Context: an optimization exercise on an open-source flow, tuned for small area, a short achievable clock period and few clock cycles. The choices shown serve that exercise and are no tape-out recipe. Where RTL was checked, it was by simulation tests only, not by an equivalence proof against the original. No functional check of the RTL was part of runs 2 to 6. Power and IR drop assume default switching activity.

==> design/flow/design.v <==
package lspd_pkg;
  localparam int MAX_SAMPLES = 40;
  localparam int CNT_W       = 7;
  localparam int SAMPLE_AW   = (MAX_SAMPLES > 1) ? $clog2(MAX_SAMPLES) : 1;
  localparam int NUM_W       = 6;
  localparam logic [7:0]       HDR0_BYTE      = 8'hAA;
  localparam logic [7:0]       HDR1_BYTE      = 8'h55;
  localparam logic [7:0]       TYPE_MAX       = 8'h01;
  localparam logic [7:0]       ZERO_PKT_COUNT = 8'h01;
  localparam logic [15:0]      XOR_SEED       = 16'h55AA;
  localparam logic [CNT_W-1:0] LIMIT_RESET    = CNT_W'(40);
  localparam logic [CNT_W-1:0] MAX_LIMIT      = CNT_W'(MAX_SAMPLES);
  localparam logic [7:0]       TALLY_SAT      = 8'd254;
  localparam logic [7:0]       TALLY_NEVER    = 8'd255;
  typedef enum logic [2:0] {
    ST_SAMPLE     = 3'd0,
    ST_BAD_HEADER = 3'd1,
    ST_BAD_TYPE   = 3'd2,
    ST_ZERO_COUNT = 3'd3,
    ST_BAD_COUNT  = 3'd4,
    ST_ANGLE_BIT  = 3'd5,
    ST_CHECKSUM   = 3'd6
  } status_t;
  typedef struct packed {
    logic    hold;
    logic    xor_word;
    logic    set_count;
    logic    set_first;
    logic    set_final;
    logic    store;
    logic    restart;
    logic    err_load;
    status_t err_code;
    logic    good;
    logic    drain_read;
    logic    drain_load;
  } ctrl_cmd_t;
  typedef struct packed {
    logic is_hdr0;
    logic is_hdr1;
    logic type_ok;
    logic angle_lsb;
    logic kind_bad;
    logic range_bad;
    logic last_sample;
    logic xor_ok;
    logic drain_last;
    logic out_busy;
  } dp_status_t;
endpackage
import lspd_pkg::*;
module lspd_regs
(
  input  logic             clk,
  input  logic             rst,
  input  logic             psel,
  input  logic             penable,
  input  logic             pwrite,
  input  logic [2:0]       paddr,
  input  logic [31:0]      pwdata,
  output logic [31:0]      prdata,
  output logic             pready,
  output logic [lspd_pkg::CNT_W-1:0] sample_limit,
  output logic [5:0]       count_max      
);
  localparam logic REG_SAMPLE_LIMIT = 1'b0;
  logic wr_en;
  assign pready = 1'b1;
  assign wr_en  = psel && penable && pwrite && pready && (paddr[2] == REG_SAMPLE_LIMIT);
  always_ff @(posedge clk) begin
    if (rst) begin
      sample_limit <= LIMIT_RESET;
      count_max    <= 6'd40;
    end else if (wr_en) begin
      sample_limit <= pwdata[CNT_W-1:0];
      count_max    <= (pwdata[CNT_W-1:0] > MAX_LIMIT) ? 6'd40 : pwdata[5:0];
    end
  end
  always_comb begin
    prdata = '0;
    if (paddr[2] == REG_SAMPLE_LIMIT) begin
      prdata = {{(32-CNT_W){1'b0}}, sample_limit};
    end
  end
endmodule
import lspd_pkg::*;
module lidar_scan_packet_deframer
(
  input  logic        clk,
  input  logic        rst,
  input  logic        s_tvalid,
  output logic        s_tready,
  input  logic [7:0]  s_tdata,
  output logic        m_tvalid,
  input  logic        m_tready,
  output logic [63:0] m_tdata,
  output logic [2:0]  m_tuser,
  output logic        m_tlast,
  input  logic        psel,
  input  logic        penable,
  input  logic        pwrite,
  input  logic [2:0]  paddr,
  input  logic [31:0] pwdata,
  output logic [31:0] prdata,
  output logic        pready
);
  localparam int DEPTH = 40;
  logic [CNT_W-1:0] sample_limit;
  lspd_regs u_regs (
    .clk          (clk),
    .rst          (rst),
    .psel         (psel),
    .penable      (penable),
    .pwrite       (pwrite),
    .paddr        (paddr),
    .pwdata       (pwdata),
    .prdata       (prdata),
    .pready       (pready),
    .sample_limit (sample_limit),
    .count_max    (cmax)
  );
  function automatic logic [5:0] inc40(input logic [5:0] p);
    inc40 = (p == 6'd39) ? 6'd0 : p + 6'd1;
  endfunction
  localparam int S_HDR0 = 0, S_HDR1 = 1, S_TYPE = 2, S_COUNT = 3, S_SA_LO = 4,
                 S_SA_HI = 5, S_EA_LO = 6, S_EA_HI = 7, S_CK_LO = 8, S_CK_HI = 9,
                 S_SMP_LO = 10, S_SMP_HI = 11, S_CKERR = 12;
  localparam logic [12:0] ST_HUNT = 13'd1;
  logic       rdy;
  logic       h_v;
  logic [7:0] h_b;
  logic       h_aa, h_55, h_le1, h_eq1, h_cok, h_hiok;
  logic       accept;
  logic       go;
  logic       stall;
  logic [5:0] cmax;
  logic [12:0] st, st_nx;
  logic [15:0] xsum;
  assign s_tready = rdy;
  assign accept   = s_tvalid && rdy;
  assign go       = h_v && !stall;
  always_ff @(posedge clk) begin
    if (rst) begin
      h_v <= 1'b0;
    end else if (!h_v || go) begin
      h_v <= accept;
    end
  end
  always_ff @(posedge clk) begin
    if (!h_v || go) begin
      h_b    <= s_tdata;
      h_aa   <= (s_tdata == 8'hAA);
      h_55   <= (s_tdata == 8'h55);
      h_le1  <= (s_tdata[7:1] == 7'd0);
      h_eq1  <= (s_tdata == 8'h01);
      h_cok  <= (s_tdata != 8'd0) && (s_tdata[7:6] == 2'b00) && (s_tdata[5:0] <= cmax);
      h_hiok <= (s_tdata == xsum[15:8]);
    end
  end
  logic [7:0]  held;
  logic [5:0]  p_c;        
  logic        p_t;
  logic [14:0] p_sa, p_ea;
  logic [5:0]  rem;        
  logic        lo_ok;      
  logic [15:0] word;
  logic        err;
  logic [2:0]  code;
  logic        last;
  logic        good;
  logic        ckerr;
  logic [15:0] mem [0:DEPTH-1];
  logic [5:0]  wp, cp, rd;
  logic [5:0]  used;       
  logic [5:0]  ncomm;      
  logic        nz;         
  logic        cm_pend;    
  logic [5:0]  pp_start;   
  logic        ld;         
  assign word  = {h_b, held};
  assign last  = (rem == 6'd1);
  assign stall = full || (st[S_COUNT] && cm_pend) || st[S_CKERR];
  logic cnt_bad;
  assign cnt_bad = (held[0] && !h_eq1) || !h_cok;
  assign err = (st[S_HDR0] && !h_aa) || (st[S_HDR1] && !h_55) ||
               (st[S_TYPE] && !h_le1) || (st[S_COUNT] && cnt_bad) ||
               ((st[S_SA_LO] || st[S_EA_LO]) && !h_b[0]);
  assign good  = st[S_SMP_HI] && last && lo_ok && h_hiok;
  assign ckerr = st[S_SMP_HI] && last && !(lo_ok && h_hiok);
  always_comb begin
    code = 3'd5;
    if (st[S_HDR0] || st[S_HDR1]) code = 3'd1;
    if (st[S_TYPE]) code = 3'd2;
    if (st[S_COUNT]) code = (held[0] && !h_eq1) ? 3'd3 : 3'd4;
    if (st[S_CKERR]) code = 3'd6;
  end
  always_comb begin
    st_nx = '0;
    st_nx[S_HDR0]   = err || good;
    st_nx[S_HDR1]   = st[S_HDR0] && h_aa;
    st_nx[S_TYPE]   = st[S_HDR1] && h_55;
    st_nx[S_COUNT]  = st[S_TYPE] && h_le1;
    st_nx[S_SA_LO]  = st[S_COUNT] && !cnt_bad;
    st_nx[S_SA_HI]  = st[S_SA_LO] && h_b[0];
    st_nx[S_EA_LO]  = st[S_SA_HI];
    st_nx[S_EA_HI]  = st[S_EA_LO] && h_b[0];
    st_nx[S_CK_LO]  = st[S_EA_HI];
    st_nx[S_CK_HI]  = st[S_CK_LO];
    st_nx[S_SMP_LO] = st[S_CK_HI] || (st[S_SMP_HI] && !last);
    st_nx[S_SMP_HI] = st[S_SMP_LO];
    st_nx[S_CKERR]  = ckerr;
  end
  logic        cm1;        
  logic        full;
  logic [15:0] wdata;
  assign full  = (used == 6'd40);
  assign cm1   = (go && err) || st[S_CKERR];
  assign wdata = st[S_SMP_HI] ? word : {13'd0, code};
  always_ff @(posedge clk) begin
    if (rst) begin
      st  <= ST_HUNT;
      rdy <= 1'b1;
    end else begin
      if (st[S_CKERR]) st <= ST_HUNT;
      else if (go) st <= st_nx;
      rdy <= !(((h_v && !go) || accept) &&
               ((go ? st_nx[S_COUNT] : st[S_COUNT]) && (cm_pend || (go && good)) ||
                (go && ckerr) || (used >= 6'd38)));
    end
  end
  always_ff @(posedge clk) begin
    if (go) begin
      held <= h_b;
      if (st[S_HDR0]) xsum <= XOR_SEED;
      if (st[S_COUNT] || st[S_SA_HI] || st[S_EA_HI] || st[S_CK_HI] || st[S_SMP_HI])
        xsum <= xsum ^ word;
      if (st[S_COUNT]) begin
        p_c <= h_b[5:0];
        p_t <= held[0];
        rem <= h_b[5:0];
      end
      if (st[S_SMP_HI]) rem <= rem - 6'd1;
      if (st[S_SA_HI]) p_sa <= word[15:1];
      if (st[S_EA_HI]) p_ea <= word[15:1];
      if (st[S_SMP_LO]) lo_ok <= (h_b == xsum[7:0]);
    end
  end
  logic       smp_go, cm_any;
  logic [5:0] nc0, nc1, uc0, uc1, nc_pc;
  logic       nz0, nz1;
  assign smp_go = go && st[S_SMP_HI];
  assign cm_any = cm1 || (smp_go && good);
  assign nc_pc  = ncomm + p_c;
  always_comb begin
    if (cm1) begin
      nc0 = ncomm + 6'd1;  nc1 = ncomm;
    end else if (smp_go && good) begin
      nc0 = nc_pc;         nc1 = nc_pc - 6'd1;
    end else begin
      nc0 = ncomm;         nc1 = ncomm - 6'd1;
    end
    if (cm1 || (smp_go && !ckerr)) begin
      uc0 = used + 6'd1;   uc1 = used;
    end else if (smp_go) begin
      uc0 = ncomm;         uc1 = ncomm - 6'd1;
    end else begin
      uc0 = used;          uc1 = used - 6'd1;
    end
    nz0 = cm_any || (ncomm != 6'd0);
    nz1 = cm_any || (ncomm > 6'd1);
  end
  always_ff @(posedge clk) begin
    if (rst) begin
      wp    <= '0;
      cp    <= '0;
      used  <= '0;
      ncomm <= '0;
      nz    <= 1'b0;
    end else begin
      used  <= ld ? uc1 : uc0;
      ncomm <= ld ? nc1 : nc0;
      nz    <= ld ? nz1 : nz0;
      if (cm1) begin
        wp <= inc40(wp);
        cp <= inc40(wp);
      end else if (smp_go && ckerr) begin
        wp <= cp;
      end else if (smp_go) begin
        wp <= inc40(wp);
        if (good) cp <= inc40(wp);
      end
    end
  end
  always_ff @(posedge clk) begin
    if (!full) mem[wp] <= wdata;
    if (go && good) pp_start <= cp;
  end
  logic        pkt_act;    
  logic [5:0]  r_left;     
  logic [14:0] d_sa, d_ea;
  logic        d_t;
  logic [2:0]  out_code;
  logic [15:0] out_dist;
  logic [5:0]  out_i;
  logic        out_last;
  logic [7:0]  ftally;
  logic        r_v;
  logic [15:0] r_word;
  logic        r_smp, r_first, r_last;
  logic        o_ld, rd_first, rd_smp, rd_last;
  logic [15:0] rd_word;
  assign o_ld     = r_v && (!m_tvalid || m_tready);
  assign ld       = nz && (!r_v || !m_tvalid || m_tready);
  assign rd_first = !pkt_act && cm_pend && (rd == pp_start);
  assign rd_smp   = pkt_act || rd_first;
  assign rd_last  = pkt_act ? (r_left == 6'd1) : (p_c == 6'd1);
  logic [DEPTH-1:0] rd_oh;
  always_comb begin
    rd_word = '0;
    for (int k = 0; k < DEPTH; k++) rd_word = rd_word | (mem[k] & {16{rd_oh[k]}});
  end
  always_ff @(posedge clk) begin
    if (rst) begin
      rd       <= '0;
      rd_oh    <= DEPTH'(1);
      cm_pend  <= 1'b0;
      pkt_act  <= 1'b0;
      r_v      <= 1'b0;
      m_tvalid <= 1'b0;
      ftally   <= 8'd255;
    end else begin
      if (ld) begin
        rd    <= inc40(rd);
        rd_oh <= {rd_oh[DEPTH-2:0], rd_oh[DEPTH-1]};
        if (rd_smp) pkt_act <= !rd_last;
      end
      if (ld) r_v <= 1'b1;
      else if (o_ld) r_v <= 1'b0;
      if (o_ld) begin
        m_tvalid <= 1'b1;
        if (r_smp) ftally <= 8'd0;
        else if (ftally < 8'd254) ftally <= ftally + 8'd1;
      end else if (m_tready) begin
        m_tvalid <= 1'b0;
      end
      if (go && good) cm_pend <= 1'b1;
      else if (o_ld && r_first) cm_pend <= 1'b0;
    end
  end
  always_ff @(posedge clk) begin
    if (ld) begin
      r_word  <= rd_word;
      r_smp   <= rd_smp;
      r_first <= rd_first;
      r_last  <= !rd_smp || rd_last;
      if (rd_smp) r_left <= (pkt_act ? r_left : p_c) - 6'd1;
    end
    if (o_ld) begin
      if (r_first) begin
        d_sa <= p_sa;
        d_ea <= p_ea;
        d_t  <= p_t;
      end else if (!r_smp) begin
        d_sa <= '0;
        d_ea <= '0;
        d_t  <= 1'b0;
      end
      out_code <= r_smp ? 3'd0 : r_word[2:0];
      out_dist <= r_smp ? r_word : 16'd0;
      out_i    <= (r_smp && !r_first) ? out_i + 6'd1 : 6'd0;
      out_last <= r_last;
    end
  end
  assign m_tdata = {3'b000, ftally, d_t, d_ea, d_sa, out_i, out_dist};
  assign m_tuser = out_code;
  assign m_tlast = out_last;
endmodule
==> design/flow/run.sh <==
#!/bin/bash
# synth_recipe.tcl (not shown) runs the flow's synth.tcl, then flattens the netlist and writes it again
# the make line also repeats each setting of config.mk as NAME=value (left out here)
make -C /OpenROAD-flow-scripts/flow DESIGN_CONFIG=/design/flow/config.mk WORK_HOME=/design/flow/orfs CLKGATE_MAP_FILE= SYNTH_SCRIPT=/design/flow/synth_recipe.tcl finish
==> design/flow/config.mk <==
export PLATFORM = sky130hd
export DESIGN_NAME = lidar_scan_packet_deframer
export DESIGN_NICKNAME = lidar_scan_packet_deframer
export VERILOG_FILES = /design/flow/design.v
export SDC_FILE = /design/flow/constraint.sdc
export NUM_CORES = 4
export LEC_CHECK = 0
export ABC_CLOCK_PERIOD_IN_PS = 2000
export CAP_MARGIN = 20
export CORE_MARGIN = 2
export CORE_UTILIZATION = 40
export SETUP_SLACK_MARGIN = 2.3
export SLEW_MARGIN = 20
==> design/flow/constraint.sdc <==
create_clock -name core_clock -period 4.5 [get_ports {clk}]
set_input_delay 0.9000 -clock core_clock [delete_from_list [all_inputs] [get_ports {clk}]]
set_output_delay 0.9000 -clock core_clock [all_outputs]
set_load 0.01 [all_outputs]
==> results of run 1 <==
-- worst max path at each step --
stage	from	end	slack (ps)	cells past startpoint
after floorplan	used[0]	mem[10][0]	2140	6
after global placement	m_tready	r_word[13]	1240	5
after detailed placement	m_tready	rd_oh[5]	1190	7
after CTS	used[1]	ncomm[0]	2180	10
after global routing	p_c[1]	ncomm[5]	2120	7
final	p_c[0]	ncomm[5]	2190	8
-- cell type report --
class / instances / area (um^2)
fillers: 7322 / 44800
repair buffers: 306 / 3100
clock buffers: 112 / 2420
repair inverters: 1 / 6.26
well taps: 1165 / 1460
flip-flops and latches: 921 / 26600
multi-input cells: 1253 / 8970
inverters: 29 / 134
diodes: 2 / 5.00
clock inverters: 56 / 606
-- cells in the mapped netlist, drive strengths merged (17+ instances only) --
library cell | n | share of area
a221oi | 33 | 0.0082
xnor2 | 59 | 0.015
ha | 28 | 0.0099
nand2 | 162 | 0.017
buf | 69 | 0.011
a21oi | 86 | 0.012
nor2b | 17 | 0.0030
clkbuf | 100 | 0.011
and2 | 69 | 0.012
a22oi | 261 | 0.055
xor2 | 23 | 0.0057
edfxtp | 810 | 0.69
a22o | 39 | 0.0096
nand4 | 78 | 0.014
inv | 29 | 0.0031
nor4 | 19 | 0.0034
nor3 | 19 | 0.0027
nand3 | 42 | 0.0063
dfxtp | 111 | 0.063
nor2 | 118 | 0.013
-- power by group --
group	switching [mW]	total [mW]	internal [mW]
sequential	0.234	9.78	9.55
combinational	1.14	1.93	0.790
clock	3.27	7.70	4.42
total	4.65	19.4	14.8
-- worst reg2reg max path, delay by kind of cell (launching register included) --
kind | cells | cell delay [ps]
simple gates | 1 | 150
fa+ha+maj | 2 | 590
xor+xnor | 1 | 200
flops | 1 | 450
compound gates | 4 | 810
-- repair_timing --
action | 4_1_cts | 5_1_grt
gates cloned | 2 | 1
gates resized for setup | 332 | 103
endpoints found under the setup margin | 918 | 351
hold endpoints to repair | 0 | 0
pin swaps | 59 | 35
setup buffers | 92 | 29
-- layer usage --
metal | track usage | up-vias | wire, um
met3 | 0.0542 | 273 | 13100
met5 | 0 | - | 0
li1 | - | 9596 | -
met4 | 0.0925 | 0 | 4300
met2 | 0.384 | 1482 | 52100
met1 | 0.326 | 11604 | 42400
-- per-stage QoR --
step	setup WS [ps]	utilization	area [um^2]
after floorplan	2140	-	35700
after global placement	1240	0.433	38200
after detailed placement	1190	0.433	38200
after CTS	2180	0.486	42800
after global routing	2120	0.492	43300
final	2190	0.492	43300
-- registers in the layout (all words and copies together), names as in the netlist, 7 cells and up --
name and cells:
d_ea 15, d_sa 15, ftally 8, h_b 8
held 8, mem 640, out_dist 16, p_ea 15
p_sa 15, r_word 16, rd_oh 40, st 13
u_regs.sample_limit 7, xsum 16
-- cell families after synthesis --
group	share of synthesized area
flip-flops	0.749
AND/OR/NAND/NOR	0.0818
AO/OA/AOI/OAI	0.108
buffers and inverters	0.0251
XOR/XNOR	0.0203
adder cells (fa/ha/maj)	0.0104
multiplexers	0.00558
other	0.000212
==> metrics.md, run 1 <==
| Metric | Value |
|---|---|
| Row count | `109` |
| Die area | `91000 um^2` |
| Fmax | `432 MHz` |
| Total Wirelength | `112000 um` |
| Core region area | `88100 um^2` |
| Hold Path Sink | `u_regs.sample_limit[6]` |
| Post-Syn Area per Cell | `15.1 um^2` |
| Synthesized cell area | `35500 um^2` |
| Crit-path max FO | `3` |
| Yosys reg bits | `921` |
| Path category of the worst min-delay check | `reg -> reg` |
| RSZ-0062 raised after global routing | `yes` |
| Ys flop type | `edfxtp_1` |
| CTS Root Cell | `clkbuf_16` |
| Syn-to-layout area delta | `22.2%` |
| Vias in the first global route | `21635` |
| Share of post-route cells with drive strength above 1 | `0.222` |
| Ports | `153` |
| Total CTS buffers | `89` |
| Most common cell after layout, fill and taps aside | `edfxtp_1` |
| RR Startpoint | `p_c[0]` |
| Largest net degree at the start of global routing | `65` |
| H-tree depth | `3` |
| Worst r2r dst | `ncomm[5]` |
| Critical path class | `reg -> reg` |
| Syn. warnings | `2` |
| Critical path required time | `5050 ps` |
| Worst hold stages | `2` |
| WP buf/inv | `0` |
| Clock-pin slew of the registers on the worst-case setup and hold paths | `60 ps` |
| Unique masters post-synth | `79` |
| Deepest clock path buffer count | `3` |
| Number of synthesized flops with an enable pin | `810` |
| Lkg Pwr | `14.4 nW` |
| Clock Skew | `53.4 ps` |
| Commonest cells after routing, fill and taps aside | `edfxtp_1 (810), a22oi_1 (256), nand2_1 (151)` |
| Critical Path End Type | `register` |
| Post-DP HPWL | `64100 um` |
| Vias after detailed routing | `22955` |
| Post-route insts no fill | `3845` |
| Final Hold Slack | `456 ps` |
| Final Hold Vio Count | `0` |
| Cell count after synthesis | `2345` |
| Slew @ Worst Pin | `926 ps` |
| Initial Utilization | `0.402` |
| Max incr delay on CP | `450 ps` |
| Worst Reg-to-Reg Cells | `8` |
| First-pass GRT wire length | `157000 um` |
| Final setup violation count | `0` |
| VDD IR max | `307 uV` |
| Width of the die | `302 um` |
| Final min period | `2310 ps` |
| Final Power | `19.4 mW` |
| GPL Wtd Cong | `0.876` |
| Slew Limit Fails | `0` |
| Status | `no timing/DRC/antenna violations` |
| PD cells | `448 nW/um^2` |
| Seq/Total Area, Yosys | `0.749` |
| All-layer global routing usage | `0.242` |
| Die H | `302 um` |
| Crit path DAT | `2860 ps` |
| Initial antenna violation count | `0` |
| Crit path max-delay family | `compound AO/OA/AOI/OAI gates` |
| Remaining DRCs | `0` |
| Clock sinks | `921` |
| Initial DRC Count | `3117` |
| Slowest-stage cell, CP | `edfxtp_1` |
| Initial DRT Pass Iterations | `6` |
| Placed Cells incl. Taps | `3550` |
| IO Port Bufs | `96` |
| Avg WL per Cell | `29.1 um` |
| CTS Hold Bufs | `0` |
| Max Cap Violations | `0` |
| CP Cell Sequence | `ha_2 > fa_2 > xor2_1 > nor3_2 > a21bo_2 > o22a_1 > o31a_1 > o32ai_1` |
| Worst Hold Launch | `u_regs.sample_limit[6]` |
| Antenna viol nets, final | `0` |
| Worst reg-to-reg setup slack | `2190 ps` |
| Final period utilization | `0.514` |
| GRT overflow | `0` |
| Fin nets | `2680` |
| Worst Setup Start Kind | `register` |
| Post-synthesis async set-or-reset flop share | `0` |
| Worst-Skew Late Latency | `680 ps` |
| Vias/cell | `5.97` |
| Post-Route Setup TNS | `0 ps` |
| CTS tree | `yes` |
| Slew HR | `0.383` |
Testbench counts, summed over its fixed seeds: cycles 18,780.
==> run 2: changes to the inputs <==
--- a/design/flow/design.v
+++ b/design/flow/design.v
@@ -305,11 +305,7 @@
   logic        out_last;
   logic [7:0]  ftally;
-  logic        r_v;
-  logic [15:0] r_word;
-  logic        r_smp, r_first, r_last;
-  logic        o_ld, rd_first, rd_smp, rd_last;
+  logic        rd_first, rd_smp, rd_last;
   logic [15:0] rd_word;
-  assign o_ld     = r_v && (!m_tvalid || m_tready);
-  assign ld       = nz && (!r_v || !m_tvalid || m_tready);
+  assign ld       = nz && (!m_tvalid || m_tready);
   assign rd_first = !pkt_act && cm_pend && (rd == pp_start);
   assign rd_smp   = pkt_act || rd_first;
@@ -326,48 +322,40 @@
       cm_pend  <= 1'b0;
       pkt_act  <= 1'b0;
-      r_v      <= 1'b0;
       m_tvalid <= 1'b0;
       ftally   <= 8'd255;
     end else begin
       if (ld) begin
-        rd    <= inc40(rd);
-        rd_oh <= {rd_oh[DEPTH-2:0], rd_oh[DEPTH-1]};
-        if (rd_smp) pkt_act <= !rd_last;
-      end
-      if (ld) r_v <= 1'b1;
-      else if (o_ld) r_v <= 1'b0;
-      if (o_ld) begin
+        rd       <= inc40(rd);
+        rd_oh    <= {rd_oh[DEPTH-2:0], rd_oh[DEPTH-1]};
         m_tvalid <= 1'b1;
-        if (r_smp) ftally <= 8'd0;
-        else if (ftally < 8'd254) ftally <= ftally + 8'd1;
+        if (rd_smp) begin
+          pkt_act <= !rd_last;
+          ftally  <= 8'd0;
+        end else if (ftally < 8'd254) begin
+          ftally  <= ftally + 8'd1;
+        end
       end else if (m_tready) begin
         m_tvalid <= 1'b0;
       end
       if (go && good) cm_pend <= 1'b1;
-      else if (o_ld && r_first) cm_pend <= 1'b0;
+      else if (ld && rd_first) cm_pend <= 1'b0;
     end
   end
   always_ff @(posedge clk) begin
     if (ld) begin
-      r_word  <= rd_word;
-      r_smp   <= rd_smp;
-      r_first <= rd_first;
-      r_last  <= !rd_smp || rd_last;
       if (rd_smp) r_left <= (pkt_act ? r_left : p_c) - 6'd1;
-    end
-    if (o_ld) begin
-      if (r_first) begin
+      if (rd_first) begin
         d_sa <= p_sa;
         d_ea <= p_ea;
         d_t  <= p_t;
-      end else if (!r_smp) begin
+      end else if (!rd_smp) begin
         d_sa <= '0;
         d_ea <= '0;
         d_t  <= 1'b0;
       end
-      out_code <= r_smp ? 3'd0 : r_word[2:0];
-      out_dist <= r_smp ? r_word : 16'd0;
-      out_i    <= (r_smp && !r_first) ? out_i + 6'd1 : 6'd0;
-      out_last <= r_last;
+      out_code <= rd_smp ? 3'd0 : rd_word[2:0];
+      out_dist <= rd_smp ? rd_word : 16'd0;
+      out_i    <= pkt_act ? out_i + 6'd1 : 6'd0;
+      out_last <= !rd_smp || rd_last;
     end
   end
==> run 2 against run 1 <==
Net effect: sequential share of layout area increased by 0.20 points; non-clock buffer count decreased by 19; clock skew decreased by 7.1 ps; highest routed layer unchanged; final area decreased by 2.6%; core utilization decreased by 0.46 points; flip-flop and latch count decreased by 20; critical path depth unchanged; still clean; cell count decreased by 1.4%; total power decreased by 1.7%; die area decreased by 1.5%; combinational power increased by 8%; register-to-register slack got worse by 97 ps; critical endpoint unchanged.
==> metrics.md, run 2 <==
| Metric | Value |
|---|---|
| Max layer used | `met4` |
| Top-area cell type share of the netlist area | `0.680 (-0.00574)` |
| Vias in the first global route | `22318 (+3.2%)` |
| Final min period | `2410 ps (+96.9 ps)` |
| Seq/Total Area, Yosys | `0.743 (-0.00535)` |
| Initial antenna violation count | `0 (unchanged)` |
| Critical Path End Type | `register` |
| GRT overflow | `0 (unchanged)` |
| Post-synth top cells | `edfxtp_1 (791), a22oi_1 (215), nand2_1 (164)` |
| First-pass GRT wire length | `158000 um (+0.57%)` |
| Register Area | `26000 um^2 (-2.3%)` |
| Clock Skew | `46.3 ps (-7.09 ps)` |
| Initial Utilization | `0.403 (+0.000668)` |
| Largest net degree at the start of global routing | `71 (+9.2%)` |
| CTS tree | `yes` |
| RSZ-0062 raised after global routing | `yes` |
| Crit path DAT | `2920 ps (+60 ps)` |
| Remaining DRCs | `0 (unchanged)` |
| Vias after detailed routing | `23028 (+0.32%)` |
| Syn-to-layout area delta | `20.9%` |
| Number of synthesized flops with an enable pin | `791 (-2.3%)` |
| Row count | `108 (-0.92%)` |
| VDD IR max | `278 uV (-9.6%)` |
| Area leader, netlist | `edfxtp_1` |
| Initial DRT Pass Iterations | `6 (unchanged)` |
| Fin nets | `2645 (-1.3%)` |
| Total Wirelength | `114000 um (+1.5%)` |
| Post-Route Setup TNS | `0 ps (unchanged)` |
| Die H | `299 um (-0.75%)` |
| Critical path class | `reg -> reg` |
| IO Port Bufs | `96 (unchanged)` |
| Deepest clock path buffer count | `3 (unchanged)` |
| Post-DP HPWL | `65900 um (+2.8%)` |
| Clock sinks | `901 (-2.2%)` |
| Commonest cells after routing, fill and taps aside | `edfxtp_1 (791), a22oi_1 (213), nand2_1 (158)` |
| Met3 WL post-DR | `13000 um (-1.2%)` |
| Slew @ Worst Pin | `1050 ps (+121 ps)` |
| WP buf/inv | `0 (unchanged)` |
| Slew Limit Fails | `0 (unchanged)` |
| Antenna viol nets, final | `0 (unchanged)` |
| Max Cap Violations | `0 (unchanged)` |
| Biggest registers after layout | `mem (640), rd_oh (40)` |
| GPL Wtd Cong | `0.887 (+1.2%)` |
| Initial DRC Count | `2798 (-10%)` |
| Clock-pin slew of the registers on the worst-case setup and hold paths | `60 ps (about the same)` |
| Avg WL per Cell | `30.0 um (+2.9%)` |
| PD cells | `452 nW/um^2 (+0.98%)` |
| Most flops, register | `mem` |
| Final Hold Vio Count | `0 (unchanged)` |
| All-layer global routing usage | `0.246 (+0.00356)` |
| Multi-input gate area | `8920 um^2 (-0.57%)` |
| Width of the die | `299 um (-0.75%)` |
| Ys flop type | `edfxtp_1` |
| DP Worst Slack | `1180 ps (-6.13 ps)` |
| Slowest-stage cell, CP | `edfxtp_1` |
| Cell count after synthesis | `2328 (-0.72%)` |
| Synth top area cells | `edfxtp_1 (68%), dfxtp_1 (6.3%), a22oi_1 (4.6%)` |
| Final Cell Area | `42200 um^2 (-2.6%)` |
| Slew HR | `0.302 (-0.0809)` |
| Crit-path max FO | `2 (-1)` |
| Yosys reg bits | `901 (-2.2%)` |
| Final period utilization | `0.536 (+0.0215)` |
| Final Util | `0.487 (-0.00463)` |
| Most common cell after layout, fill and taps aside | `edfxtp_1` |
| Post-Syn Area per Cell | `15.0 um^2 (-0.80%)` |
| Unique masters post-synth | `83 (+5.1%)` |
| Met2 WL post-DR | `52600 um (+1.0%)` |
| Lkg Pwr | `14.0 nW (-2.4%)` |
| Final setup violation count | `0 (unchanged)` |
| Max reg flops | `640 (unchanged)` |
| Synthesized cell area | `34900 um^2 (-1.5%)` |
| Path category of the worst min-delay check | `reg -> reg` |
| Placed cell areas | `37700 um^2 (-1.3%)` |
| Status | `no timing/DRC/antenna violations` |
| Core region area | `86600 um^2 (-1.7%)` |
| Most frequent cell after synthesis | `edfxtp_1` |
| Ports | `153 (unchanged)` |
| Total CTS buffers | `90 (+1.1%)` |
| CTS Root Cell | `clkbuf_16` |
| # diodes | `0 (-2)` |
| Worst Setup Start Kind | `register` |
| RR Startpoint | `p_c[0]` |
| Syn. warnings | `2 (unchanged)` |
| Metal1 wirelength | `41800 um (-1.5%)` |
| Share of post-route cells with drive strength above 1 | `0.217 (-0.00451)` |
| FILL cells | `7288 (-0.46%)` |
| Crit path from | `p_c[0]` |
| CP Cell Sequence | `ha_2 > fa_2 > and3_4 > or3_4 > a221oi_2 > xnor3_1 > a21oi_1 > o32ai_1` |
| Worst-Skew Late Latency | `670 ps (about the same)` |
| Post-synthesis async set-or-reset flop share | `0 (unchanged)` |
| Critical path required time | `5010 ps (-40 ps)` |
| Worst Hold Launch | `cp[0]` |
| Fmax | `415 MHz (-4.0%)` |
| Final worst setup slack | `2090 ps (-96.9 ps)` |
| H-tree depth | `3 (unchanged)` |
| Vias/cell | `6.07 (+1.7%)` |
| Crit path max-delay family | `adder cells` |
| Die area | `89700 um^2 (-1.5%)` |
| Max incr delay on CP | `420 ps (-30 ps)` |
## run 2: changes by cell type in the layout (fill, tap and decap cells not counted), sizes merged, moves of 15 or more
cell | previous run | this run
nand3 | 42 | 57
o21ai | 16 | 33
a22oi | 261 | 215
a31oi | 3 | 20
nand4 | 78 | 56
a221oi | 33 | 58
edfxtp | 810 | 791
a22o | 39 | 55
## run 2: stage by stage
stage,power [mW],hold WS [ps],cells
finish,19.1,456,3792
detailed placement,11.6,443,3545
CTS,19.0,456,3756
global route,19.6,467,3792
global placement,11.5,447,3545
floorplan,10.8,422,2355
## run 2: path summary, 6_finish.rpt
| check | to | slack (ps) | cells past startpoint |
|---|---|---|---|
| worst max register to register | ncomm[5] | 2090 | 8 |
| worst min register to register | pp_start[0] | 460 | 0 |
| worst max-delay path | ncomm[5] | 2090 | 8 |
| worst min-delay path | pp_start[0] | 460 | 0 |
## run 2: worst reg2reg max path, delay by kind of cell (launching register included)
family / cells / cell delay [ps]
fa+ha+maj: 2 / 580
simple gates: 2 / 510
compound gates: 3 / 490
flops: 1 / 420
xor+xnor: 1 / 260
## run 2: layer usage
| layer | global-route usage | vias to the layer above |
|---|---|---|
| met1 | 0.317 | 11631 |
| li1 | - | 9519 |
| met5 | 0 | - |
| met3 | 0.0545 | 320 |
| met4 | 0.110 | 0 |
| met2 | 0.398 | 1558 |
## run 2: area by class of cell
class,count,share of cell area
Clock inverter,47,0.0106
Multi-Input combinational cell,1252,0.211
Clock buffer,116,0.0577
Inverter,34,0.00359
Sequential cell,901,0.617
Timing Repair Buffer,287,0.0658
Tap cell,1155,0.0342
## run 2: cell families after synthesis
kind of cell    count (synthesis)  share of synthesized area
mux                            19                    0.00555
flops                         901                      0.743
buf+inv                       204                     0.0266
other cells                     2                   0.000215
xor+xnor                       80                     0.0205
compound gates                534                      0.113
simple gates                  559                     0.0802
fa+ha+maj                      29                     0.0106
## run 2: timing repair
item | in CTS | in global routing
hold endpoints to repair | 0 | 0
gates resized for setup | 369 | 151
pin swaps | 32 | 22
hold buffers | 0 | 0
gates cloned | 2 | 4
buffers inserted | 46 | 32
setup endpoints to repair | 928 | 541
## run 2: power by group
group / internal (mW) / switching, mW / total (mW)
Clock: 4.19 / 3.23 / 7.41
Sequential: 9.34 / 0.253 / 9.59
Combinational: 0.829 / 1.25 / 2.08
Total: 14.4 / 4.73 / 19.1
==> run 3: changes to the inputs <==
--- a/design/flow/design.v
+++ b/design/flow/design.v
@@ -173,5 +173,4 @@
   logic [5:0]  wp, cp, rd;
   logic [5:0]  used;       
-  logic [5:0]  ncomm;      
   logic        nz;         
   logic        cm_pend;    
@@ -246,27 +245,18 @@
     end
   end
-  logic       smp_go, cm_any;
-  logic [5:0] nc0, nc1, uc0, uc1, nc_pc;
-  logic       nz0, nz1;
+  logic       smp_go, cm_any, cfull;
+  logic [5:0] uc0, uc1, ub, rd_nx, cp_nx;
   assign smp_go = go && st[S_SMP_HI];
   assign cm_any = cm1 || (smp_go && good);
-  assign nc_pc  = ncomm + p_c;
+  assign rd_nx  = ld ? inc40(rd) : rd;
+  assign cp_nx  = cm_any ? inc40(wp) : cp;
   always_comb begin
-    if (cm1) begin
-      nc0 = ncomm + 6'd1;  nc1 = ncomm;
-    end else if (smp_go && good) begin
-      nc0 = nc_pc;         nc1 = nc_pc - 6'd1;
-    end else begin
-      nc0 = ncomm;         nc1 = ncomm - 6'd1;
-    end
-    if (cm1 || (smp_go && !ckerr)) begin
+    if (st[S_CKERR]) begin
+      uc0 = ub + 6'd1;     uc1 = ub;
+    end else if ((go && err) || (smp_go && !ckerr)) begin
       uc0 = used + 6'd1;   uc1 = used;
-    end else if (smp_go) begin
-      uc0 = ncomm;         uc1 = ncomm - 6'd1;
     end else begin
       uc0 = used;          uc1 = used - 6'd1;
     end
-    nz0 = cm_any || (ncomm != 6'd0);
-    nz1 = cm_any || (ncomm > 6'd1);
   end
   always_ff @(posedge clk) begin
@@ -275,22 +265,24 @@
       cp    <= '0;
       used  <= '0;
-      ncomm <= '0;
       nz    <= 1'b0;
+      cfull <= 1'b0;
     end else begin
       used  <= ld ? uc1 : uc0;
-      ncomm <= ld ? nc1 : nc0;
-      nz    <= ld ? nz1 : nz0;
+      cp    <= cp_nx;
+      nz    <= cm_any || (cfull && !ld) || (rd_nx != cp);
+      cfull <= cm_any ? (cp_nx == rd_nx) : (cfull && !ld);
       if (cm1) begin
         wp <= inc40(wp);
-        cp <= inc40(wp);
       end else if (smp_go && ckerr) begin
         wp <= cp;
       end else if (smp_go) begin
         wp <= inc40(wp);
-        if (good) cp <= inc40(wp);
       end
     end
   end
   always_ff @(posedge clk) begin
+    if (smp_go && ckerr) ub <= (ld ? used - 6'd1 : used) - p_c + 6'd1;
+  end
+  always_ff @(posedge clk) begin
     if (!full) mem[wp] <= wdata;
     if (go && good) pp_start <= cp;
==> run 3 against run 2 <==
Net effect: sequential share of layout area down 0.25 points; critical path depth rose by 3; sequential power decreased by 2%; core utilization is 0.54 points higher; first-iteration DRC count up 13%; via count down 1.6%; register-to-register slack worse by 90 ps; die area fell by 0.61%; final area grew 0.79%.
==> metrics.md, run 3 <==
| Metric | Value |
|---|---|
| Width of the die | `299 um (-0.31%)` |
| Multi-input gate area | `8850 um^2 (-0.69%)` |
| Vias in the first global route | `21715 (-2.7%)` |
| Commonest cells after routing, fill and taps aside | `edfxtp_1 (797), a22oi_1 (207), nand2_1 (146)` |
| Final Hold Vio Count | `0 (unchanged)` |
| Area leader, netlist | `edfxtp_1` |
| Die H | `299 um (-0.31%)` |
| Status | `no timing/DRC/antenna violations` |
| Top-area cell type share of the netlist area | `0.690 (+0.00941)` |
| Final setup violation count | `0 (unchanged)` |
| Placed cell areas | `37300 um^2 (-0.87%)` |
| Clock-pin slew of the registers on the worst-case setup and hold paths | `60 ps (about the same)` |
| Biggest registers after layout | `mem (640), rd_oh (40)` |
| Slew Limit Fails | `0 (unchanged)` |
| GRT overflow | `0 (unchanged)` |
| Seq/Total Area, Yosys | `0.750 (+0.00692)` |
| Antenna viol nets, final | `0 (unchanged)` |
| CTS Root Cell | `clkbuf_16` |
| RR Startpoint | `used[0]` |
| Avg WL per Cell | `30.1 um (+0.38%)` |
| Post-synthesis async set-or-reset flop share | `0 (unchanged)` |
| Fmax | `398 MHz (-4.0%)` |
| Synthesized cell area | `34700 um^2 (-0.62%)` |
| Die area | `89100 um^2 (-0.61%)` |
| Post-Route Setup TNS | `0 ps (unchanged)` |
| VDD IR max | `420 uV (+51%)` |
| Initial antenna violation count | `4 (+4)` |
| Critical Path End Type | `register` |
| Final Hold Slack | `458 ps (+2.82 ps)` |
| Core region area | `86300 um^2 (-0.31%)` |
| Final Cell Area | `42500 um^2 (+0.79%)` |
| Slew HR | `0.326 (+0.0242)` |
| Clock Skew | `37.1 ps (-9.21 ps)` |
| CTS tree | `yes` |
| Number of synthesized flops with an enable pin | `797 (+0.76%)` |
| Most frequent cell after synthesis | `edfxtp_1` |
| Total Wirelength | `113000 um (-0.68%)` |
| Critical path required time | `4900 ps (-110 ps)` |
| CTS Hold Bufs | `0 (unchanged)` |
| Initial Utilization | `0.402 (-0.00123)` |
| RSZ-0062 raised after global routing | `yes` |
| Max reg flops | `640 (unchanged)` |
| # diodes | `0 (unchanged)` |
| Final Power | `18.6 mW (-2.3%)` |
| Final period utilization | `0.558 (+0.0221)` |
| PD cells | `438 nW/um^2 (-3.1%)` |
| Post-Syn Area per Cell | `15.2 um^2 (+1.7%)` |
| Slew @ Worst Pin | `1010 ps (-36.2 ps)` |
| Share of post-route cells with drive strength above 1 | `0.236 (+0.0187)` |
| Unique masters post-synth | `81 (-2.4%)` |
| Total CTS buffers | `90 (unchanged)` |
| Path category of the worst min-delay check | `reg -> reg` |
| Worst Hold Launch | `u_regs.sample_limit[1]` |
| Syn. warnings | `2 (unchanged)` |
| Vias after detailed routing | `22657 (-1.6%)` |
| Largest net degree at the start of global routing | `71 (unchanged)` |
| Crit path DAT | `2910 ps (about the same)` |
| Ys flop type | `edfxtp_1` |
| Most common cell after layout, fill and taps aside | `edfxtp_1` |
| Placed Cells incl. Taps | `3462 (-2.3%)` |
| Worst Setup Start Kind | `input port` |
| Yosys reg bits | `902 (+0.11%)` |
| Clock sinks | `902 (+0.11%)` |
| Lkg Pwr | `14.3 nW (+2.0%)` |
| Remaining DRCs | `0 (unchanged)` |
| Worst-Skew Late Latency | `660 ps (about the same)` |
| Most flops, register | `mem` |
| Crit-path max FO | `3 (+1)` |
| Final min period | `2510 ps (+99.6 ps)` |
| Vias/cell | `6.04 (-0.56%)` |
| Max Cap Violations | `0 (unchanged)` |
| All-layer global routing usage | `0.249 (+0.00365)` |
| H-tree depth | `3 (unchanged)` |
| Post-DP HPWL | `63100 um (-4.3%)` |
| Syn-to-layout area delta | `22.6%` |
| Row count | `108 (unchanged)` |
| Cell count after synthesis | `2276 (-2.2%)` |
| Initial DRC Count | `3163 (+13%)` |
| Deepest clock path buffer count | `3 (unchanged)` |
| Critical path class | `in -> reg` |
| Crit path from | `m_tready` |
| Post-synth top cells | `edfxtp_1 (797), a22oi_1 (208), nand2_1 (154)` |
| Initial DRT Pass Iterations | `6 (unchanged)` |
| Ports | `153 (unchanged)` |
| GPL Wtd Cong | `0.848 (-4.3%)` |
| Post-route insts no fill | `3752 (-1.1%)` |
| IO Port Bufs | `96 (unchanged)` |
| Fin nets | `2599 (-1.7%)` |
| Synth top area cells | `edfxtp_1 (69%), dfxtp_1 (6.1%), a22oi_1 (4.5%)` |
| FILL cells | `7153 (-1.9%)` |
| Register Area | `26100 um^2 (+0.38%)` |
| First-pass GRT wire length | `159000 um (+0.59%)` |
-- run 3: cell count changes after synthesis, moves of 6 or more --
cell      previous run  this run
a21oi_1             86        79
edfxtp_1           791       797
and3_1               9        39
o211ai_1             8         1
o21ai_0             31        14
nand2_1            164       154
nand3_1             56        41
nor2_1             110       120
and2_1              62        28
a22oi_1            215       208
-- run 3: worst paths after layout --
check	to	slack, ps	depth (start not counted)
min reg2reg	u_regs.sample_limit[1]	460	2
min	u_regs.sample_limit[1]	460	2
max	ub[5]	1990	11
max reg2reg	ub[5]	2000	9
-- run 3: layout make-up --
| class | instances | share of cell area |
|---|---|---|
| Timing Repair inverter | 1 | 0.000265 |
| Timing Repair Buffer | 291 | 0.0683 |
| Clock inverter | 42 | 0.0106 |
| Clock buffer | 126 | 0.0602 |
| Multi-Input combinational cell | 1197 | 0.208 |
| Tap cell | 1155 | 0.0340 |
| Inverter | 38 | 0.00424 |
| Sequential cell | 902 | 0.614 |
-- run 3: kinds of logic after synthesis --
logic type | Yosys count | share of synthesized area
compound gates | 492 | 0.105
xor+xnor | 86 | 0.0217
fa+ha+maj | 28 | 0.0103
buf+inv | 204 | 0.0260
flops | 902 | 0.750
mux | 27 | 0.00826
other cells | 2 | 0.000216
simple gates | 535 | 0.0779
-- run 3: per-layer routing --
layer	GRT usage	vias up	part of all wire
met5	0	-	0.00012
met4	0.107	2	0.049
met3	0.0478	327	0.11
met2	0.395	1545	0.46
met1	0.337	11473	0.38
li1	-	9310	-
-- run 3: critical path: stages --
cell and delay [ps]:
buf_6 70, nand2b_4 150, buf_4 130, nand3_2 130, or3_4 370, xnor2_1 140
ha_1 290, ha_1 320, a21oi_2 180, xnor2_2 130, xnor2_1 90
-- run 3: report_power, final --
| group | switching, mW | internal, mW |
|---|---|---|
| clock network | 3.25 | 4.35 |
| logic | 0.902 | 0.701 |
| registers | 0.176 | 9.27 |
| total | 4.33 | 14.3 |
-- run 3: what timing repair did --
action                     4_1_cts  5_1_grt
pin swaps                       54       31
cloned                           0        1
hold endpoints to repair         0        0
setup endpoints to repair     1071      233
setup buffers                  106       15
resized for setup              346      125
-- run 3: metrics by stage --
| stage | worst slack (ps) | utilization |
|---|---|---|
| global route | 1910 | 0.493 |
| CTS | 1920 | 0.488 |
| global placement | 761 | 0.433 |
| floorplan | 1450 | - |
| detailed placement | 738 | 0.433 |
| finish | 1990 | 0.493 |
==> run 4: changes to the inputs <==
--- a/design/flow/design.v
+++ b/design/flow/design.v
@@ -211,7 +211,6 @@
   end
   logic        cm1;        
-  logic        full;
+  logic        full;       
   logic [15:0] wdata;
-  assign full  = (used == 6'd40);
   assign cm1   = (go && err) || st[S_CKERR];
   assign wdata = st[S_SMP_HI] ? word : {13'd0, code};
@@ -265,8 +264,10 @@
       cp    <= '0;
       used  <= '0;
+      full  <= 1'b0;
       nz    <= 1'b0;
       cfull <= 1'b0;
     end else begin
       used  <= ld ? uc1 : uc0;
+      full  <= ld ? (uc1 == 6'd40) : (uc0 == 6'd40);
       cp    <= cp_nx;
       nz    <= cm_any || (cfull && !ld) || (rd_nx != cp);
==> run 4 against run 3 <==
Net effect: still clean; wire length down 1.7%; count of clock-buffer cells in the layout down 5; area after synthesis up 0.11%; via count down 1.0%; register-to-register slack better by 20 ps; combinational power up 71%; synthesized cell count up 0.35%; sequential power up 3.3%; non-clock buffer count up 17; worst hold slack worse by 7.6 ps; highest routed layer unchanged.
==> metrics.md, run 4 <==
| Metric | Value |
|---|---|
| Status | `no timing/DRC/antenna violations` |
| Lkg Pwr | `14.1 nW (-1.2%)` |
| Number of synthesized flops with an enable pin | `797 (unchanged)` |
| Fmax | `404 MHz (+1.3%)` |
| H-tree depth | `3 (unchanged)` |
| Critical path class | `reg -> reg` |
| Syn-to-layout area delta | `22.9%` |
| Logic pwr share | `0.137 (+0.051)` |
| RSZ-0062 raised after global routing | `yes` |
| First-pass GRT wire length | `155000 um (-2.4%)` |
| Max Cap Violations | `0 (unchanged)` |
| Deepest clock path buffer count | `3 (unchanged)` |
| VDD IR max | `390 uV (-7.3%)` |
| Cell count after synthesis | `2284 (+0.35%)` |
| Remaining DRCs | `0 (unchanged)` |
| Most common cell after layout, fill and taps aside | `edfxtp_1` |
| Post-synthesis async set-or-reset flop share | `0 (unchanged)` |
| IO Port Bufs | `96 (unchanged)` |
| Final Hold Vio Count | `0 (unchanged)` |
| Largest net degree at the start of global routing | `90 (+27%)` |
| Synthesized cell area | `34700 um^2 (+0.11%)` |
| Core region area | `86300 um^2 (unchanged)` |
| Die area | `89200 um^2 (+0.11%)` |
| CP Cell Sequence | `or3_4 > o31a_1 > o31a_4 > buf_6 > mux2i_2 > xnor2_1 > o21ai_1 > and4_1` |
| Vias after detailed routing | `22431 (-1.0%)` |
| Crit path DAT | `3030 ps (+120 ps)` |
| # diodes | `0 (unchanged)` |
| Slew @ Worst Pin | `1090 ps (+84.0 ps)` |
| Final min period | `2480 ps (-32.1 ps)` |
| Max incr delay on CP | `440 ps (+70 ps)` |
| Avg WL per Cell | `29.4 um (-2.3%)` |
| Critical Path End Type | `register` |
| Biggest registers after layout | `mem (640), rd_oh (40)` |
| Most flops, register | `mem` |
| Crit-path max FO | `4 (+1)` |
| Hold Path Sink | `u_regs.sample_limit[3]` |
| Commonest cells after routing, fill and taps aside | `edfxtp_1 (797), a22oi_1 (202), nand2_1 (158)` |
| Post-DP HPWL | `62700 um (-0.58%)` |
| RR Startpoint | `rem[3]` |
| PD cells | `470 nW/um^2 (+7.2%)` |
| Width of the die | `299 um (about the same)` |
| All-layer global routing usage | `0.243 (-0.00671)` |
| Clock Skew | `63.2 ps (+26.2 ps)` |
| Most frequent cell after synthesis | `edfxtp_1` |
| Sw frac | `0.250 (+0.0181)` |
| Post-synth top cells | `edfxtp_1 (797), a22oi_1 (206), nand2_1 (161)` |
| Final worst setup slack | `2020 ps (+32.1 ps)` |
| Initial antenna violation count | `2 (-2)` |
| Slew HR | `0.269 (-0.0576)` |
| Post-route insts no fill | `3774 (+0.59%)` |
| Critical path required time | `5050 ps (+150 ps)` |
| Final setup violation count | `0 (unchanged)` |
| Initial DRT Pass Iterations | `6 (unchanged)` |
| Sequential Power Share | `0.486 (-0.020)` |
| Yosys reg bits | `903 (+0.11%)` |
| Clock sinks | `903 (+0.11%)` |
| Worst hold stages | `2 (unchanged)` |
| Vias in the first global route | `21590 (-0.58%)` |
| Placed Cells incl. Taps | `3465 (+0.087%)` |
| Worst r2r dst | `full` |
| CTS Root Cell | `clkbuf_16` |
| DP Worst Slack | `655 ps (-83.2 ps)` |
| Cell-internal power | `15.0 mW (+5.0%)` |
| Area leader, netlist | `edfxtp_1` |
| Post-Route Setup TNS | `0 ps (unchanged)` |
| Worst Reg-to-Reg Cells | `8 (-1)` |
| Total CTS buffers | `91 (+1.1%)` |
| Fin nets | `2621 (+0.85%)` |
| GPL Wtd Cong | `0.840 (-0.95%)` |
| Post-Syn Area per Cell | `15.2 um^2 (-0.24%)` |
| Path category of the worst min-delay check | `reg -> reg` |
| Worst Hold Launch | `u_regs.sample_limit[3]` |
| Initial Utilization | `0.402 (+0.000435)` |
| Antenna viol nets, final | `0 (unchanged)` |
| Unique masters post-synth | `81 (unchanged)` |
| Worst-Skew Late Latency | `670 ps (about the same)` |
| Switch Pwr | `5.02 mW (+16%)` |
| Total Wirelength | `111000 um (-1.7%)` |
| Final Hold Slack | `451 ps (-7.62 ps)` |
| Share of post-route cells with drive strength above 1 | `0.237 (+0.00145)` |
| Final period utilization | `0.551 (-0.00714)` |
| Slowest-stage cell, CP | `or3_4` |
| Synth top area cells | `edfxtp_1 (69%), dfxtp_1 (6.1%), a22oi_1 (4.5%)` |
| Clock power frac | `0.377 (-0.031)` |
| Worst Setup Start Kind | `register` |
| Crit path from | `rem[3]` |
| Row count | `108 (unchanged)` |
| Initial DRC Count | `2955 (-6.6%)` |
| Vias/cell | `5.94 (-1.6%)` |
| Max reg flops | `640 (unchanged)` |
| Ys flop type | `edfxtp_1` |
| Clock-pin slew of the registers on the worst-case setup and hold paths | `70 ps (about the same)` |
| Top-area cell type share of the netlist area | `0.689 (-0.000745)` |
| Ports | `153 (unchanged)` |
| Syn. warnings | `2 (unchanged)` |
| GRT overflow | `0 (unchanged)` |
| Die H | `299 um (about the same)` |
| Worst reg-to-reg setup slack | `2020 ps (+20 ps)` |
| Slew Limit Fails | `0 (unchanged)` |
| CTS tree | `yes` |
| Seq/Total Area, Yosys | `0.750 (about the same)` |
| CTS Hold Bufs | `0 (unchanged)` |
==> run 4: changes by cell type after synthesis, sizes merged, moves of 3 or more <==
cell and change:
clkbuf +8, nor2 -14, o21bai +3, mux2 -3
nand2 +8, nand3b -5, nor3 +6, a21o -3
and3 -33, a211oi +7, nand3 +8, and2 +26
buf -4
==> run 4: cells by family after synthesis <==
logic type      synth area share
flops                      0.750
other cells             0.000216
fa+ha+maj                 0.0103
xor+xnor                  0.0229
mux                      0.00688
buf+inv                   0.0264
compound gates             0.108
simple gates              0.0756
==> run 4: cell type report <==
type / count / area [um^2]
Tap cell: 1155 / 1450
Clock inverter: 48 / 537
Clock buffer: 121 / 2430
Timing Repair Buffer: 308 / 3010
Fill cell: 7155 / 43700
Inverter: 39 / 175
Sequential cell: 903 / 26200
Multi-Input combinational cell: 1199 / 8890
Timing Repair inverter: 1 / 8.76
==> run 4: stage by stage <==
step / power (mW) / cell area, um^2 / util
after floorplan: 11.2 / 35100 / -
after global placement: 12.0 / 37400 / 0.434
after detailed placement: 12.0 / 37400 / 0.434
after CTS: 19.9 / 42100 / 0.487
after global routing: 20.7 / 42700 / 0.494
final: 20.1 / 42700 / 0.494
==> run 4: power groups by stage <==
stage               clock network [mW]  registers (mW)  logic, mW
detailed placement                   0            9.93       2.09
global placement                     0            9.92       2.06
CTS                               7.62            9.76       2.48
finish                            7.56            9.75       2.74
global route                      7.96            9.78       2.91
floorplan                            0            9.87       1.31
==> run 4: worst max-delay path by stage <==
stage | end | cells past startpoint | slack [ps]
floorplan | ub[5] | 16 | 1310
global placement | full | 10 | 710
detailed placement | full | 9 | 650
CTS | full | 7 | 2000
global route | full | 10 | 1960
finish | full | 8 | 2020
==> run 4: worst max-delay path, delay by kind of cell, from the launching register on <==
kind                   cells  cell delay, ps
AO/OA/AOI/OAI              3             850
XOR/XNOR                   1             150
buffers and inverters      1             140
flip-flops                 1             390
multiplexers               1             190
AND/OR/NAND/NOR            2             650
==> run 4: what timing repair did <==
item                                   4_1_cts  5_1_grt
endpoints found under the hold margin        0        0
setup endpoints to repair                 1014      313
pin swaps                                   68       39
setup buffers                               97       39
resized for setup                          364      133
gates cloned                                 4        0
==> run 4: metal layers <==
metal  global-route usage  wire length (um)
met3               0.0514             12400
met4               0.0988              5210
met5                    0                27
met2                0.387             51800
met1                0.324             41400
==> run 5: changes to the inputs <==
--- a/design/flow/design.v
+++ b/design/flow/design.v
@@ -282,6 +282,9 @@
     end
   end
+  logic [5:0] ub0, ub1;
+  assign ub1 = used - p_c;
+  assign ub0 = ub1 + 6'd1;
   always_ff @(posedge clk) begin
-    if (smp_go && ckerr) ub <= (ld ? used - 6'd1 : used) - p_c + 6'd1;
+    if (smp_go && ckerr) ub <= ld ? ub1 : ub0;
   end
   always_ff @(posedge clk) begin
@@ -304,13 +307,24 @@
   assign rd_smp   = pkt_act || rd_first;
   assign rd_last  = pkt_act ? (r_left == 6'd1) : (p_c == 6'd1);
-  logic [DEPTH-1:0] rd_oh;
+  logic [9:0] rd_g;
+  logic [3:0] rd_s;
+  assign rd[1:0] = {rd_s[2] | rd_s[3], rd_s[1] | rd_s[3]};
+  assign rd[5:2] = {rd_g[8] | rd_g[9],
+                    rd_g[4] | rd_g[5] | rd_g[6] | rd_g[7],
+                    rd_g[2] | rd_g[3] | rd_g[6] | rd_g[7],
+                    rd_g[1] | rd_g[3] | rd_g[5] | rd_g[7] | rd_g[9]};
+  logic [15:0] grp_word [0:9];
   always_comb begin
+    for (int g = 0; g < 10; g++) begin
+      grp_word[g] = '0;
+      for (int k = 0; k < 4; k++) grp_word[g] = grp_word[g] | (mem[4*g+k] & {16{rd_s[k]}});
+    end
     rd_word = '0;
-    for (int k = 0; k < DEPTH; k++) rd_word = rd_word | (mem[k] & {16{rd_oh[k]}});
+    for (int g = 0; g < 10; g++) rd_word = rd_word | (grp_word[g] & {16{rd_g[g]}});
   end
   always_ff @(posedge clk) begin
     if (rst) begin
-      rd       <= '0;
-      rd_oh    <= DEPTH'(1);
+      rd_g     <= 10'd1;
+      rd_s     <= 4'd1;
       cm_pend  <= 1'b0;
       pkt_act  <= 1'b0;
@@ -319,6 +333,6 @@
     end else begin
       if (ld) begin
-        rd       <= inc40(rd);
-        rd_oh    <= {rd_oh[DEPTH-2:0], rd_oh[DEPTH-1]};
+        rd_s     <= {rd_s[2:0], rd_s[3]};
+        if (rd_s[3]) rd_g <= {rd_g[8:0], rd_g[9]};
         m_tvalid <= 1'b1;
         if (rd_smp) begin
@@ -348,5 +362,5 @@
       end
       out_code <= rd_smp ? 3'd0 : rd_word[2:0];
-      out_dist <= rd_smp ? rd_word : 16'd0;
+      out_dist <= {rd_word[15:3], rd_smp ? rd_word[2:0] : 3'd0};
       out_i    <= pkt_act ? out_i + 6'd1 : 6'd0;
       out_last <= !rd_smp || rd_last;
==> run 5 against run 4 <==
Net effect: highest routed layer is now met4; maximum frequency is 4.5% lower; die area is 1.2% lower; flip-flop and latch count is 32 lower; largest power group unchanged; sequential power is 2.2% lower; total power is 2.3% higher.
==> metrics.md, run 5 <==
| Metric | Value |
|---|---|
| Antenna viol nets, final | `0 (unchanged)` |
| Lkg Pwr | `14.6 nW (+2.9%)` |
| Slew Limit Fails | `0 (unchanged)` |
| Final min period | `2590 ps (+116 ps)` |
| GPL Wtd Cong | `0.836 (-0.55%)` |
| Slew @ Worst Pin | `776 ps (-318 ps)` |
| Slew HR | `0.482 (+0.214)` |
| Worst Reg-to-Reg Cells | `8 (unchanged)` |
| Avg WL per Cell | `25.4 um (-14%)` |
| VDD IR max | `287 uV (-26%)` |
| Vias after detailed routing | `21439 (-4.4%)` |
| Final Hold Vio Count | `0 (unchanged)` |
| Syn. warnings | `3 (+1)` |
| Deepest clock path buffer count | `3 (unchanged)` |
| Synth top area cells | `edfxtp_1 (70%), a22oi_1 (8.0%), dfxtp_1 (4.3%)` |
| Path category of the worst min-delay check | `reg -> reg` |
| Post-synth top cells | `edfxtp_1 (797), a22oi_1 (367), nand2_1 (243)` |
| Worst hold stages | `2 (unchanged)` |
| Width of the die | `297 um (-0.60%)` |
| Fmax | `386 MHz (-4.5%)` |
| Initial DRT Pass Iterations | `6 (unchanged)` |
| Die H | `297 um (-0.60%)` |
| Worst-Skew Late Latency | `650 ps (-20 ps)` |
| Met1 Use GR | `0.289 (-0.0352)` |
| Met2 Use GR | `0.340 (-0.0477)` |
| Max Cap Violations | `0 (unchanged)` |
| PD cells | `487 nW/um^2 (+3.6%)` |
| Met3 usage | `0.0276 (-0.0238)` |
| Status | `no timing/DRC/antenna violations` |
| Vias in the first global route | `21006 (-2.7%)` |
| Largest net degree at the start of global routing | `43 (-52%)` |
| Top-area cell type share of the netlist area | `0.697 (+0.00839)` |
| Worst Hold Launch | `u_regs.sample_limit[4]` |
| Final setup violation count | `0 (unchanged)` |
| H-tree depth | `3 (unchanged)` |
| Remaining DRCs | `0 (unchanged)` |
| First-pass GRT wire length | `139000 um (-11%)` |
| Total CTS buffers | `89 (-2.2%)` |
| Number of synthesized flops with an enable pin | `797 (unchanged)` |
| Syn-to-layout area delta | `22.8% (about the same)` |
| Die area | `88200 um^2 (-1.2%)` |
| GRT overflow | `0 (unchanged)` |
| IO Port Bufs | `96 (unchanged)` |
| Seq/Total Area, Yosys | `0.741 (-0.00953)` |
| Most common cell after layout, fill and taps aside | `edfxtp_1` |
| Post-Route Setup TNS | `0 ps (unchanged)` |
| Synthesized cell area | `34300 um^2 (-1.2%)` |
| All-layer global routing usage | `0.209 (-0.0339)` |
| Yosys reg bits | `871 (-3.5%)` |
| Initial Utilization | `0.403 (+0.000767)` |
| Fin nets | `2650 (+1.1%)` |
| Commonest cells after routing, fill and taps aside | `edfxtp_1 (797), a22oi_1 (343), nand2_1 (240)` |
| Cell count after synthesis | `2320 (+1.6%)` |
| Clock Skew | `59.0 ps (-4.24 ps)` |
| CTS Root Cell | `clkbuf_16` |
| Crit-path max FO | `4 (unchanged)` |
| Max reg flops | `640 (unchanged)` |
| Post-DP HPWL | `52200 um (-17%)` |
| Post-Syn Area per Cell | `14.8 um^2 (-2.7%)` |
| Crit path from | `m_tready` |
| Critical path class | `in -> reg` |
| # diodes | `0 (unchanged)` |
| Post-synthesis async set-or-reset flop share | `0 (unchanged)` |
| Most frequent cell after synthesis | `edfxtp_1` |
| Row count | `107 (-0.93%)` |
| Clock-pin slew of the registers on the worst-case setup and hold paths | `60 ps (about the same)` |
| Initial DRC Count | `2176 (-26%)` |
| Clock sinks | `871 (-3.5%)` |
| Share of post-route cells with drive strength above 1 | `0.234 (-0.00356)` |
| Ports | `153 (unchanged)` |
| Initial antenna violation count | `0 (-2)` |
| Most flops, register | `mem` |
| Final period utilization | `0.576 (+0.0259)` |
| Ys flop type | `edfxtp_1` |
| Most crowded layer after global routing | `met2` |
| Core region area | `85100 um^2 (-1.4%)` |
| CTS tree | `yes` |
| Area leader, netlist | `edfxtp_1` |
| Vias/cell | `5.66 (-4.8%)` |
| RSZ-0062 raised after global routing | `yes` |
| Critical path required time | `5080 ps (+30 ps)` |
| Worst Setup Start Kind | `input port` |
| RR Startpoint | `held[0]` |
| Final Power | `20.5 mW (+2.3%)` |
| Critical Path End Type | `register` |
| Total Wirelength | `96200 um (-13%)` |
| Crit path DAT | `3180 ps (+150 ps)` |
| Biggest registers after layout | `mem (640), out_dist (16), xsum (16)` |
| Unique masters post-synth | `70 (-14%)` |
-- run 5: critical path: stages --
cell and delay, ps:
clkdlybuf4s50_1 470, nand2b_4 190, nand3_4 140, nor4b_4 360
a21oi_2 130, xor2_1 200, a2bb2oi_1 160, or4_1 520
o22ai_2 100
-- run 5: path summary, 6_finish.rpt --
check        slack, ps                endpoint
min reg2reg        460  u_regs.sample_limit[4]
max               1910                   cfull
min                460  u_regs.sample_limit[4]
max reg2reg       1910                   cfull
-- run 5: area by class of cell --
cell class / instances / area (um^2)
Clock buffer: 122 / 2470
Clock inverter: 40 / 324
Fill cell: 7119 / 43000
Inverter: 36 / 151
Multi-Input combinational cell: 1276 / 9350
Sequential cell: 871 / 25500
Tap cell: 1144 / 1430
Timing Repair Buffer: 301 / 2960
-- run 5: kinds of logic after synthesis --
| kind of cell | after synthesis | synth area share |
|---|---|---|
| DFF | 871 | 0.741 |
| and+or+nand+nor | 577 | 0.0790 |
| other | 2 | 0.000219 |
| adders and majority gates | 25 | 0.00933 |
| AOI/OAI and AO/OA | 521 | 0.113 |
| buffers and inverters | 204 | 0.0265 |
| xor gates and xnor gates | 89 | 0.0227 |
| muxes | 31 | 0.00911 |
-- run 5: power by group --
| group | leakage [nW] | internal (mW) | switching [mW] |
|---|---|---|---|
| Clock | 1.36 | 3.99 | 3.07 |
| Combinational | 5.11 | 1.54 | 2.38 |
| Sequential | 8.08 | 9.25 | 0.288 |
| Total | 14.6 | 14.8 | 5.74 |
-- run 5: what timing repair did --
| item | 4_1_cts | 5_1_grt |
|---|---|---|
| pin swaps | 31 | 72 |
| hold buffers | 0 | 0 |
| resized for setup | 376 | 178 |
| setup buffers | 77 | 26 |
| setup endpoints to repair | 451 | 263 |
| cloned | 6 | 11 |
-- run 5: routing by layer --
| metal | share of wire | vias to the layer above |
|---|---|---|
| met2 | 0.48 | 925 |
| met4 | 0.033 | 0 |
| li1 | - | 9425 |
| met1 | 0.42 | 10940 |
| met5 | 0 | - |
| met3 | 0.070 | 149 |
-- run 5: through the flow --
step	utilization	hold slack (ps)	worst slack, ps	cell area, um^2	cells
finish	0.495	459	1910	42200	3790
floorplan	-	430	1750	34700	2347
CTS	0.483	459	1940	41200	3752
detailed placement	0.435	449	1030	37000	3507
global route	0.495	472	1840	42200	3790
global placement	0.435	437	1040	37000	3507
==> run 6: changes to the inputs <==
--- a/design/flow/config.mk
+++ b/design/flow/config.mk
@@ -6,8 +6,8 @@
 export NUM_CORES = 4
 export LEC_CHECK = 0
-export ABC_CLOCK_PERIOD_IN_PS = 2000
+export ABC_CLOCK_PERIOD_IN_PS = 2200
 export CAP_MARGIN = 20
 export CORE_MARGIN = 2
 export CORE_UTILIZATION = 40
-export SETUP_SLACK_MARGIN = 2.3
+export SETUP_SLACK_MARGIN = 2.0
 export SLEW_MARGIN = 20
==> run 6 against run 5 <==
Net effect: area after synthesis unchanged; sequential power about the same; still clean; flip-flop and latch count unchanged; critical endpoint unchanged; via count decreased by 2.8%; cell count decreased by 2.1%; register-to-register slack improved by 80 ps; global-route usage decreased by 0.84 points; count of clock-buffer cells in the layout increased by 1; sequential share of layout area increased by 2.2 points; die area unchanged.
==> metrics.md, run 6 <==
| Metric | Value |
|---|---|
| Sw frac | `0.271 (-0.00870)` |
| Logic pwr share | `0.166 (-0.025)` |
| IO Port Bufs | `96 (unchanged)` |
| Worst Hold Launch | `u_regs.sample_limit[2]` |
| Die area | `88200 um^2 (unchanged)` |
| Post-route insts no fill | `3712 (-2.1%)` |
| Post-synthesis async set-or-reset flop share | `0 (unchanged)` |
| Status | `no timing/DRC/antenna violations` |
| Clock power frac | `0.364 (+0.020)` |
| Ys flop type | `edfxtp_1` |
| H-tree depth | `3 (unchanged)` |
| Max Cap Violations | `0 (unchanged)` |
| Die H | `297 um (unchanged)` |
| Worst hold stages | `2 (unchanged)` |
| Synthesized cell area | `34300 um^2 (unchanged)` |
| Vias after detailed routing | `20830 (-2.8%)` |
| Placed Cells incl. Taps | `3501 (-0.17%)` |
| Post-synth top cells | `edfxtp_1 (797), a22oi_1 (367), nand2_1 (243)` |
| Cell count after synthesis | `2320 (unchanged)` |
| Synth top area cells | `edfxtp_1 (70%), a22oi_1 (8.0%), dfxtp_1 (4.3%)` |
| Yosys reg bits | `871 (unchanged)` |
| Clock-pin slew of the registers on the worst-case setup and hold paths | `60 ps (about the same)` |
| Largest family of logic cells by synthesized area | `compound AO/OA/AOI/OAI gates` |
| Clock sinks | `871 (unchanged)` |
| Critical Path End Type | `register` |
| Final period utilization | `0.559 (-0.0179)` |
| Row count | `107 (unchanged)` |
| Largest net degree at the start of global routing | `132 (+210%)` |
| Antenna viol nets, final | `0 (unchanged)` |
| Max reg flops | `640 (unchanged)` |
| Core region area | `85100 um^2 (unchanged)` |
| RR Startpoint | `rem[4]` |
| Crit path max-delay family | `simple AND/OR/NAND/NOR gates` |
| Post-synthesis mux area share | `0.00911 (unchanged)` |
run 6: cell counts after synthesis:
Identical to the previous run, type by type.
run 6: area by class of cell:
| cell class | instances | area (um^2) |
|---|---|---|
| clock inverters | 43 | 498 |
| fillers | 7270 | 44500 |
| repair buffers | 221 | 2110 |
| inverters | 36 | 148 |
| diodes | 2 | 5.00 |
| flip-flops and latches | 871 | 25400 |
| multi-input cells | 1272 | 8560 |
| well taps | 1144 | 1430 |
| clock buffers | 123 | 2450 |
run 6: routing by layer:
metal	vias to the layer above	wire length, um
li1	9257	-
met1	10618	36600
met2	807	44400
met3	146	6480
met4	2	3010
met5	-	13
run 6: tightest hold or removal path, stage by stage (launching register included):
cell	delay, ps
dfxtp_1	310
nand2_1	50
a21oi_1	50
run 6: timing repair:
| item | CTS | global route |
|---|---|---|
| pin swaps | 12 | 9 |
| buffers inserted | 30 | 10 |
| endpoints found under the setup margin | 242 | 86 |
| cloned | 0 | 1 |
| gates resized for setup | 68 | 45 |
run 6: power groups by stage:
stage                     sequential [mW]  clock (mW)  combinational (mW)
after CTS                            9.56        7.49                3.30
after global placement               9.82           0                3.01
after floorplan                      9.66           0                1.95
final                                9.55        7.38                3.37
after global routing                 9.59        7.81                3.65
after detailed placement             9.83           0                3.08
run 6: metrics by stage:
stage	util	hold WS, ps	total power [mW]	worst slack [ps]
after detailed placement	0.434	449	12.9	762
after floorplan	-	430	11.6	1840
final	0.477	459	20.3	1990
after global placement	0.434	443	12.8	803
after CTS	0.473	459	20.4	1980
after global routing	0.477	471	21.0	1920
run 6: worst max path at each step:
stage	slack (ps)	endpoint	cells after the start	from
after global placement	800	cfull	10	m_tready
after global routing	1920	cfull	8	rem[4]
after floorplan	1840	mem[30][0]	4	wp[2]
after CTS	1980	cfull	8	rem[4]
after detailed placement	760	cfull	10	m_tready
final	1990	cfull	8	rem[4]
run 6: kinds of logic (layout without fill, tap and decap cells):
group / count (synthesis) / count (layout)
mux: 31 / 31
compound gates: 521 / 521
simple gates: 577 / 577
other cells: 2 / 31
fa+ha+maj: 25 / 25
xor+xnor: 89 / 89
flops: 871 / 871
buf+inv: 204 / 423

Re-timed with assumed drivers on the ports (clkbuf_16 on the clock, buf_2 on other inputs), run 6 has 1.984 ns of setup slack against 1.987 ns with ideal ports, and 1.381 ns once port delays also move by the mid clock arrival of 0.699 ns.
